Source: an optimization exercise on an open RTL-to-GDS flow (aim: small area, a short achievable clock period and few clock cycles per item). Production flows keep margins and buffers that such runs may drop.
In this exercise RTL edits were held to simulation tests only and were not proved equivalent to the original.

`design/flow/run.sh`:
```
#!/bin/bash
# synth_recipe.tcl (not shown) runs the flow's synth.tcl, then flattens the netlist and writes it again
# the make line also repeats each setting of config.mk as NAME=value (left out here)
make -C /OpenROAD-flow-scripts/flow DESIGN_CONFIG=/design/flow/config.mk WORK_HOME=/design/flow/orfs CLKGATE_MAP_FILE= SYNTH_SCRIPT=/design/flow/synth_recipe.tcl finish
```
`design/flow/design.v`:
```
package rhc_pkg;
  localparam int unsigned HUE_BITS   = 9;
  localparam int unsigned HUE_FULL   = 360;
  localparam int unsigned SECTOR_DEG = 60;
  typedef enum logic [1:0] {
    MAX_RED,
    MAX_GREEN,
    MAX_BLUE
  } max_sel_e;
  typedef struct packed {
    logic [2:0] sector;
    logic [5:0] frac;
  } hue_split_t;
  function automatic hue_split_t hue_split(input logic [HUE_BITS-1:0] h);
    logic [HUE_BITS-1:0] hh;
    logic [3:0]          cnt;
    logic [2:0]          sec;
    hh  = h;
    cnt = 4'd0;
    for (int k = 0; k < 8; k++) begin
      if (hh >= HUE_BITS'(SECTOR_DEG)) begin
        hh  = hh - HUE_BITS'(SECTOR_DEG);
        cnt = cnt + 4'd1;
      end
    end
    sec = (cnt >= 4'd6) ? 3'(cnt - 4'd6) : cnt[2:0];
    hue_split = {sec, hh[5:0]};
  endfunction
endpackage
module rhc_div #(
  parameter int unsigned NW = 26,
  parameter int unsigned DW = 15,
  parameter int unsigned QW = 9
) (
  input  logic          clk_i,
  input  logic          en_i,
  input  logic [NW-1:0] num_i,
  input  logic [DW-1:0] den_i,
  output logic [QW-1:0] quo_o
);
  localparam int unsigned W = (NW > DW + QW) ? NW : DW + QW;
  logic [W-1:0]  rem_q [QW];
  logic [DW-1:0] den_q [QW];
  logic [QW-1:0] quo_q [QW];
  for (genvar k = 0; k < QW; k++) begin : g_stage
    logic [W-1:0]  rem_in;
    logic [DW-1:0] den_in;
    logic [QW-1:0] quo_in;
    logic [W-1:0]  shifted;
    logic          take;
    if (k == 0) begin : g_first
      assign rem_in = W'(num_i);
      assign den_in = den_i;
      assign quo_in = '0;
    end else begin : g_next
      assign rem_in = rem_q[k-1];
      assign den_in = den_q[k-1];
      assign quo_in = quo_q[k-1];
    end
    assign shifted = W'(den_in) << (QW - 1 - k);
    assign take    = (rem_in >= shifted);
    always_ff @(posedge clk_i) begin
      if (en_i) begin
        rem_q[k] <= take ? (rem_in - shifted) : rem_in;
        den_q[k] <= den_in;
        quo_q[k] <= quo_in | (QW'(take) << (QW - 1 - k));
      end
    end
  end
  assign quo_o = quo_q[QW-1];
endmodule
module rgb_hsv_converter #(
  parameter int unsigned CHANNEL_BITS = 8
) (
  input  logic                         clk_i,
  input  logic                         rst_ni,
  input  logic                         cfg_we_i,
  input  logic                         cfg_wdata_i,
  input  logic                         pix_i_valid,
  output logic                         pix_i_ready,
  input  logic [CHANNEL_BITS-1:0]      pix_i_red,
  input  logic [CHANNEL_BITS-1:0]      pix_i_green,
  input  logic [CHANNEL_BITS-1:0]      pix_i_blue,
  input  logic [rhc_pkg::HUE_BITS-1:0] pix_i_hue,
  input  logic [CHANNEL_BITS-1:0]      pix_i_saturation,
  input  logic [CHANNEL_BITS-1:0]      pix_i_brightness,
  input  logic [CHANNEL_BITS-1:0]      pix_i_alpha,
  output logic                         pix_o_valid,
  input  logic                         pix_o_ready,
  output logic [CHANNEL_BITS-1:0]      pix_o_out_red,
  output logic [CHANNEL_BITS-1:0]      pix_o_out_green,
  output logic [CHANNEL_BITS-1:0]      pix_o_out_blue,
  output logic [rhc_pkg::HUE_BITS-1:0] pix_o_out_hue,
  output logic [CHANNEL_BITS-1:0]      pix_o_out_saturation,
  output logic [CHANNEL_BITS-1:0]      pix_o_out_brightness,
  output logic [CHANNEL_BITS-1:0]      pix_o_out_alpha
);
  localparam int unsigned C    = CHANNEL_BITS;
  localparam int unsigned HB   = rhc_pkg::HUE_BITS;
  localparam int unsigned NW   = 2 * C + 10;
  localparam int unsigned DW   = C + 7;
  localparam int unsigned QW   = (C > HB) ? C : HB;
  localparam int unsigned PW   = C + 6;
  localparam logic [C-1:0]  MAXV = {C{1'b1}};
  localparam logic [PW-1:0] DEN  = PW'((2 ** C - 1) * rhc_pkg::SECTOR_DEG);
  logic dir_q;
  logic en;
  logic out_vld_q;
  always_ff @(posedge clk_i or negedge rst_ni) begin
    if (!rst_ni) begin
      dir_q <= 1'b0;
    end else if (cfg_we_i) begin
      dir_q <= cfg_wdata_i;
    end
  end
  assign en          = !out_vld_q || pix_o_ready;
  assign pix_i_ready = en;
  logic [C-1:0] mx_d, mn_d;
  rhc_pkg::max_sel_e sel_d;
  rhc_pkg::hue_split_t hs_d;
  always_comb begin
    mx_d = pix_i_red;
    if (pix_i_green > mx_d) mx_d = pix_i_green;
    if (pix_i_blue > mx_d) mx_d = pix_i_blue;
    mn_d = pix_i_red;
    if (pix_i_green < mn_d) mn_d = pix_i_green;
    if (pix_i_blue < mn_d) mn_d = pix_i_blue;
    if (mx_d == pix_i_red) sel_d = rhc_pkg::MAX_RED;
    else if (mx_d == pix_i_green) sel_d = rhc_pkg::MAX_GREEN;
    else sel_d = rhc_pkg::MAX_BLUE;
    hs_d = rhc_pkg::hue_split(pix_i_hue);
  end
  logic v1_q, dir1_q;
  logic [C-1:0] r1_q, g1_q, b1_q, mx1_q, mn1_q, s1_q, val1_q, a1_q;
  rhc_pkg::max_sel_e sel1_q;
  rhc_pkg::hue_split_t hs1_q;
  logic [C-1:0]  dif_d;
  logic [NW-1:0] hnum_d;
  logic [2*C-1:0] md_d;
  logic [PW-1:0] fs_d, gs_d, ps_d;
  always_comb begin
    dif_d = mx1_q - mn1_q;
    md_d  = (2*C)'(MAXV) * (2*C)'(dif_d);
    case (sel1_q)
      rhc_pkg::MAX_RED: begin
        if (g1_q >= b1_q) begin
          hnum_d = NW'(rhc_pkg::SECTOR_DEG) * (NW'(g1_q) - NW'(b1_q));
        end else begin
          hnum_d = NW'(rhc_pkg::HUE_FULL) * NW'(dif_d)
                 - NW'(rhc_pkg::SECTOR_DEG) * (NW'(b1_q) - NW'(g1_q));
        end
      end
      rhc_pkg::MAX_GREEN: begin
        hnum_d = NW'(2 * rhc_pkg::SECTOR_DEG) * NW'(dif_d)
               + NW'(rhc_pkg::SECTOR_DEG) * NW'(b1_q)
               - NW'(rhc_pkg::SECTOR_DEG) * NW'(r1_q);
      end
      default: begin
        hnum_d = NW'(4 * rhc_pkg::SECTOR_DEG) * NW'(dif_d)
               + NW'(rhc_pkg::SECTOR_DEG) * NW'(r1_q)
               - NW'(rhc_pkg::SECTOR_DEG) * NW'(g1_q);
      end
    endcase
    fs_d = PW'(hs1_q.frac) * PW'(s1_q);
    gs_d = (PW'(rhc_pkg::SECTOR_DEG) - PW'(hs1_q.frac)) * PW'(s1_q);
    ps_d = PW'(MAXV - s1_q) * PW'(rhc_pkg::SECTOR_DEG);
  end
  logic v2_q, dir2_q, grey2_q;
  logic [C-1:0] mx2_q, dif2_q, val2_q, a2_q;
  logic [2:0] sec2_q;
  logic [NW-1:0] hnum2_q;
  logic [2*C-1:0] md2_q;
  logic [PW-1:0] fs2_q, gs2_q, ps2_q;
  logic [NW-1:0] n0_d, n1_d, n2_d;
  logic [DW-1:0] d0_d, d1_d, d2_d;
  logic [NW-1:0] vp_d, vq_d, vt_d;
  always_comb begin
    vp_d = NW'(val2_q) * NW'(ps2_q);
    vq_d = NW'(val2_q) * NW'(DEN - fs2_q);
    vt_d = NW'(val2_q) * NW'(DEN - gs2_q);
    if (!dir2_q) begin
      n0_d = (NW'(md2_q) << 1) + NW'(mx2_q);
      d0_d = DW'(mx2_q) << 1;
      n1_d = (hnum2_q << 1) + NW'(dif2_q);
      d1_d = DW'(dif2_q) << 1;
      n2_d = '0;
      d2_d = DW'(1);
    end else begin
      n0_d = (vp_d << 1) + NW'(DEN);
      n1_d = (vq_d << 1) + NW'(DEN);
      n2_d = (vt_d << 1) + NW'(DEN);
      d0_d = DW'(DEN) << 1;
      d1_d = DW'(DEN) << 1;
      d2_d = DW'(DEN) << 1;
    end
  end
  logic v3_q, dir3_q, grey3_q;
  logic [C-1:0] mx3_q, val3_q, a3_q;
  logic [2:0] sec3_q;
  logic [NW-1:0] n0_q, n1_q, n2_q;
  logic [DW-1:0] d0_q, d1_q, d2_q;
  always_ff @(posedge clk_i or negedge rst_ni) begin
    if (!rst_ni) begin
      v1_q <= 1'b0;
      v2_q <= 1'b0;
      v3_q <= 1'b0;
    end else if (en) begin
      v1_q <= pix_i_valid;
      v2_q <= v1_q;
      v3_q <= v2_q;
    end
  end
  always_ff @(posedge clk_i) begin
    if (en) begin
      dir1_q  <= dir_q;
      r1_q    <= pix_i_red;
      g1_q    <= pix_i_green;
      b1_q    <= pix_i_blue;
      mx1_q   <= mx_d;
      mn1_q   <= mn_d;
      sel1_q  <= sel_d;
      hs1_q   <= hs_d;
      s1_q    <= pix_i_saturation;
      val1_q  <= pix_i_brightness;
      a1_q    <= pix_i_alpha;
      dir2_q  <= dir1_q;
      grey2_q <= (mx1_q == mn1_q);
      mx2_q   <= mx1_q;
      dif2_q  <= dif_d;
      val2_q  <= val1_q;
      a2_q    <= a1_q;
      sec2_q  <= hs1_q.sector;
      hnum2_q <= hnum_d;
      md2_q   <= md_d;
      fs2_q   <= fs_d;
      gs2_q   <= gs_d;
      ps2_q   <= ps_d;
      dir3_q  <= dir2_q;
      grey3_q <= grey2_q;
      mx3_q   <= mx2_q;
      val3_q  <= val2_q;
      a3_q    <= a2_q;
      sec3_q  <= sec2_q;
      n0_q    <= n0_d;
      n1_q    <= n1_d;
      n2_q    <= n2_d;
      d0_q    <= d0_d;
      d1_q    <= d1_d;
      d2_q    <= d2_d;
    end
  end
  logic [QW-1:0] q0, q1, q2;
  rhc_div #(.NW(NW), .DW(DW), .QW(QW)) u_div0 (
    .clk_i(clk_i), .en_i(en), .num_i(n0_q), .den_i(d0_q), .quo_o(q0)
  );
  rhc_div #(.NW(NW), .DW(DW), .QW(QW)) u_div1 (
    .clk_i(clk_i), .en_i(en), .num_i(n1_q), .den_i(d1_q), .quo_o(q1)
  );
  rhc_div #(.NW(NW), .DW(DW), .QW(QW)) u_div2 (
    .clk_i(clk_i), .en_i(en), .num_i(n2_q), .den_i(d2_q), .quo_o(q2)
  );
  logic         sv_q   [QW];
  logic         sdir_q [QW];
  logic         sgrey_q[QW];
  logic [C-1:0] smx_q  [QW];
  logic [C-1:0] sval_q [QW];
  logic [C-1:0] sa_q   [QW];
  logic [2:0]   ssec_q [QW];
  always_ff @(posedge clk_i or negedge rst_ni) begin
    if (!rst_ni) begin
      for (int k = 0; k < QW; k++) sv_q[k] <= 1'b0;
    end else if (en) begin
      sv_q[0] <= v3_q;
      for (int k = 1; k < QW; k++) sv_q[k] <= sv_q[k-1];
    end
  end
  always_ff @(posedge clk_i) begin
    if (en) begin
      sdir_q[0]  <= dir3_q;
      sgrey_q[0] <= grey3_q;
      smx_q[0]   <= mx3_q;
      sval_q[0]  <= val3_q;
      sa_q[0]    <= a3_q;
      ssec_q[0]  <= sec3_q;
      for (int k = 1; k < QW; k++) begin
        sdir_q[k]  <= sdir_q[k-1];
        sgrey_q[k] <= sgrey_q[k-1];
        smx_q[k]   <= smx_q[k-1];
        sval_q[k]  <= sval_q[k-1];
        sa_q[k]    <= sa_q[k-1];
        ssec_q[k]  <= ssec_q[k-1];
      end
    end
  end
  logic [C-1:0]  red_d, green_d, blue_d, sat_d, bri_d;
  logic [HB-1:0] hue_d;
  logic [C-1:0]  pv, qv, tv, vv;
  always_comb begin
    pv = q0[C-1:0];
    qv = q1[C-1:0];
    tv = q2[C-1:0];
    vv = sval_q[QW-1];
    red_d   = '0;
    green_d = '0;
    blue_d  = '0;
    hue_d   = '0;
    sat_d   = '0;
    bri_d   = '0;
    if (!sdir_q[QW-1]) begin
      bri_d = smx_q[QW-1];
      if (!sgrey_q[QW-1]) begin
        hue_d = q1[HB-1:0];
        sat_d = q0[C-1:0];
      end
    end else begin
      case (ssec_q[QW-1])
        3'd0: begin red_d = vv; green_d = tv; blue_d = pv; end
        3'd1: begin red_d = qv; green_d = vv; blue_d = pv; end
        3'd2: begin red_d = pv; green_d = vv; blue_d = tv; end
        3'd3: begin red_d = pv; green_d = qv; blue_d = vv; end
        3'd4: begin red_d = tv; green_d = pv; blue_d = vv; end
        default: begin red_d = vv; green_d = pv; blue_d = qv; end
      endcase
    end
  end
  logic [C-1:0]  ored_q, ogreen_q, oblue_q, osat_q, obri_q, oa_q;
  logic [HB-1:0] ohue_q;
  always_ff @(posedge clk_i or negedge rst_ni) begin
    if (!rst_ni) begin
      out_vld_q <= 1'b0;
    end else if (en) begin
      out_vld_q <= sv_q[QW-1];
    end
  end
  always_ff @(posedge clk_i) begin
    if (en) begin
      ored_q   <= red_d;
      ogreen_q <= green_d;
      oblue_q  <= blue_d;
      ohue_q   <= hue_d;
      osat_q   <= sat_d;
      obri_q   <= bri_d;
      oa_q     <= sa_q[QW-1];
    end
  end
  assign pix_o_valid          = out_vld_q;
  assign pix_o_out_red        = ored_q;
  assign pix_o_out_green      = ogreen_q;
  assign pix_o_out_blue       = oblue_q;
  assign pix_o_out_hue        = ohue_q;
  assign pix_o_out_saturation = osat_q;
  assign pix_o_out_brightness = obri_q;
  assign pix_o_out_alpha      = oa_q;
endmodule
```
`design/flow/config.mk`:
```
export PLATFORM = sky130hd
export DESIGN_NAME = rgb_hsv_converter
export DESIGN_NICKNAME = rgb_hsv_converter
export VERILOG_FILES = /design/flow/design.v
export SDC_FILE = /design/flow/constraint.sdc
export NUM_CORES = 4
export LEC_CHECK = 0
export CAP_MARGIN = 20
export CORE_MARGIN = 2
export CORE_UTILIZATION = 40
export SLEW_MARGIN = 20
```
`design/flow/constraint.sdc`:
```
create_clock -name core_clock -period 10.0 [get_ports {clk_i}]
set_input_delay 2.0000 -clock core_clock [delete_from_list [all_inputs] [get_ports {clk_i}]]
set_output_delay 2.0000 -clock core_clock [all_outputs]
set_load 0.01 [all_outputs]
```
==> key figures <==
Run status
  – Status: no timing/DRC/antenna violations

Global routing
  – Maximum number of pins on one net before global-route repair: between 200 and 250
  – Gr usage total: 15.65%
  – First-pass GRT wire length: about 320 mm
  – Initial antenna violation count: 1
  – GRT overflow: 0
  – Vias in the first global route: 63432

Routing
  – Final WL: approximately 190 mm
  – DRT Pass-1 Iters: 5
  – DRT iter0 DRCs: 3130
  – DR vias: 61254
  – Post-detailed-route wirelength per cell: 15.64 um
  – Drt via density: 4.978
  – Routed Antenna Nets: 0
  – Post-route DRC violation count: 0

Yosys
  – Mapped Nets: 9964
  – Sequential cell area fraction in the yosys report: 45.94%
  – #FFs+latches synth: 1494
  – Distinct cells, synth: ~110
  – Synth async-reset ratio: less than 1%
  – Number of synthesized flops with an enable pin: 1480
  – Post-Syn Area: 0.09749 mm^2
  – Gate Count Post-Synth: 8627
  – Syn_area_per_cell: 11.30 um^2
  – Prevailing post-synth register cell: edfxtp_1
  – Synth warn: 12

Setup path
  – Crit path kind: primary input to register
  – Cell with the most instances on the worst path: nand2_2
  – WP data required: 10570 ps
  – CP arrival: 10270 ps
  – Slowest cell on crit path: or3_1
  – Endpoint type of the worst setup path: register
  – CP startpoint kind: primary input
  – CP max stage delay: 430 ps
  – Max FO, Critical Path: 5

CTS
  – Root buffer cell: clkbuf_16
  – Deepest clock path buffer count: 3
  – H-tree depth: 4
  – Clock Sinks: 1494
  – Clock Latency Late Sink: a little over 800 ps
  – Clock Pin Slew Worst Setup and Hold Paths: 60 ps
  – CTS tree: done
  – CTS Buf Count: between 150 and 200

Floorplanning
  – Core Area: 0.2428 mm^2
  – Initial core utilization: 40.16%
  – Die height: ~500 um
  – Die Wd: 497.7 um
  – Row cnt: 181
  – # IOs: 122
  – Die area: 0.2477 mm^2

Layout
  – Area Growth Syn to Fin: 12.41%
  – Share of layout cells above drive strength 1: 6.735%
  – Total Nets Final: 10308

Hold path
  – Worst hold path type: register to register

STA
  – Final Hold Vio Count: 0
  – Final setup viols: 0
  – Max_slew headroom: a little over a fifth
  – Fmax: 103.1 MHz
  – Final Cycle Share: 97.02%
  – Fin crit period: 9702 ps
  – Worst Tran Pin Value: 1186 ps
  – Hold_ws: 403.9 ps
  – Post-route setup TNS: 0 ps
  – Clk_skew: 29.28 ps
  – Slew Viols, Final: 0

Place
  – IO buf count: 121
  – HPWL Detailed: 149.7 mm
  – Gpl congestion: 0.8506

Job
  – Max-Cap Viols: 0
registers in the layout, indices dropped and copies added (netlist names), 27 cells and up:
signal	cells
sval_q	72
sa_q	72
u_div2.quo_q	36
u_div1.rem_q	208
u_div0.den_q	59
u_div0.quo_q	36
u_div0.rem_q	208
u_div1.den_q	56
u_div1.quo_q	45
ssec_q	27
u_div2.rem_q	200
smx_q	72
worst paths after layout:
kind / start / to / slack [ps] / cells after the start
worst max-delay path: pix_i_hue[1] / hs1_q[3] / 300 / 47
min in group asynchronous: rst_ni / sv_q[4] / 1580 / 1
max in group asynchronous: rst_ni / sv_q[2] / 8020 / 1
worst min register to register: u_div2.quo_q[4][6] / u_div2.quo_q[5][6] / 400 / 0
worst max register to register: fs2_q[0] / n1_q[24] / 2010 / 34
worst min-delay path: u_div2.quo_q[4][6] / u_div2.quo_q[5][6] / 400 / 0
cells in the mapped netlist, drive strengths merged (94+ instances only):
cell | instances | share of area (%)
xor2 | 266 | 2.4
nand2 | 621 | 2.4
nor3 | 141 | 0.73
inv | 1029 | 4.0
o21ai | 275 | 1.4
a21oi | 591 | 3.0
nor2b | 124 | 0.80
ha | 794 | 10
o21bai | 133 | 1.0
a21o | 184 | 1.4
nor2 | 520 | 2.0
nand3 | 94 | 0.49
edfxtp | 1480 | 46
and2 | 256 | 1.6
fa | 480 | 9.9
xnor2 | 477 | 4.3
clkbuf | 147 | 0.57
nand2b | 151 | 0.97
routing by layer:
metal	global-route usage [%]	wire (um)	share of wire (%)
met5	0	0	0
met4	5.230	5780	3.0
met3	2.144	5719	3.0
met2	27.74	95450	50
met1	19.56	85550	44
per-stage QoR:
step / cells / setup WS, ps / cell area (um^2) / util [%]
final: 12306 / 298.0 / 109600 / 45.14
after global routing: 12305 / -15.96 / 109600 / 45.14
after CTS: 12294 / 15.21 / 109400 / 45.06
after detailed placement: 11995 / -884.1 / 103900 / 42.80
after global placement: 11995 / -833.1 / 103900 / 42.80
after floorplan: 8627 / -911.5 / 97760 / -
kinds of logic after synthesis:
family / count (synthesis) / share of synthesized area, %
muxes: 69 / 0.7521
AOI/OAI and AO/OA: 1573 / 10.23
adders and majority gates: 1274 / 20.05
xor gates and xnor gates: 744 / 6.740
DFF: 1494 / 45.94
buffers and inverters: 1204 / 4.674
and+or+nand+nor: 2269 / 11.61
what timing repair did:
item                                    CTS  global route
resized for setup                         0            21
endpoints found under the setup margin    0             6
buffers inserted                          0             9
hold buffers                              0             0
layout by cell type (no fill, tap or decap), types with 30 or more instances in the layout:
cell type | synthesis | final
nor2b_1 | 124 | 123
clkinv_1 | 2 | 36
xnor2_1 | 474 | 471
nor3_1 | 139 | 138
o21bai_1 | 132 | 132
nand4_1 | 68 | 68
or3_1 | 42 | 42
nand2_1 | 619 | 611
ha_1 | 794 | 786
o21ai_0 | 264 | 263
nand3_1 | 93 | 90
nor4_1 | 89 | 87
mux2i_1 | 44 | 44
or2_2 | 35 | 34
buf_4 | 1 | 224
clkbuf_1 | 147 | 30
clkdlybuf4s50_1 | 0 | 117
clkbuf_16 | 0 | 168
a211o_1 | 33 | 32
fa_1 | 480 | 480
xor2_1 | 265 | 264
and2_1 | 255 | 255
nor2_1 | 517 | 515
o31ai_1 | 47 | 47
a21o_1 | 184 | 184
o21a_1 | 92 | 92
inv_1 | 1028 | 1022
a21oi_1 | 590 | 589
a211oi_1 | 43 | 43
edfxtp_1 | 1480 | 1480
nand2b_1 | 151 | 151
layout make-up:
type	count	area (um^2)
fillers	21952	133200
clock buffers	198	4317
inverters	1031	3887
multi-input cells	5929	48430
well taps	3202	4006
repair buffers	349	2990
flip-flops and latches	1494	44790
diodes	2	5.005
clock inverters	101	1164
critical path, delay by kind of cell:
family,cells,cell delay (ps)
adder cells (fa/ha/maj),6,1070
buffers and inverters,7,900
multiplexers,6,1650
XOR/XNOR,1,180
AND/OR/NAND/NOR,13,1890
AO/OA/AOI/OAI,14,2540
Testbench counts, summed over its fixed seeds: cycles 19,432, items 19,200.

separate check: timing with driven ports:
The results above use ideal ports. As a check the final layout listed here was re-extracted and re-timed, cells and wires unchanged. Step 1 sets driving cells, clkbuf_16 on the clock port and buf_2 on the other inputs (assumed; they add their load-dependent delay and slew). Step 2, shift: input delay + t, output delay - t, t = (earliest + latest rising clock arrival at the registers) / 2. This alone moves slack from input paths to output paths. Slacks: ideal / step 1 / step 2; pairs: ideal / step 1.
t, ns: 0.893
slack for setup (ns): 0.298 / 0.336 / -0.557
worst slew at a driven data input, ns: 0.09
Met with ideal ports but missed after step 2: setup timing in this run. The setup slack of this run moves by +0.038 ns with the drivers and by -0.855 ns with both steps.
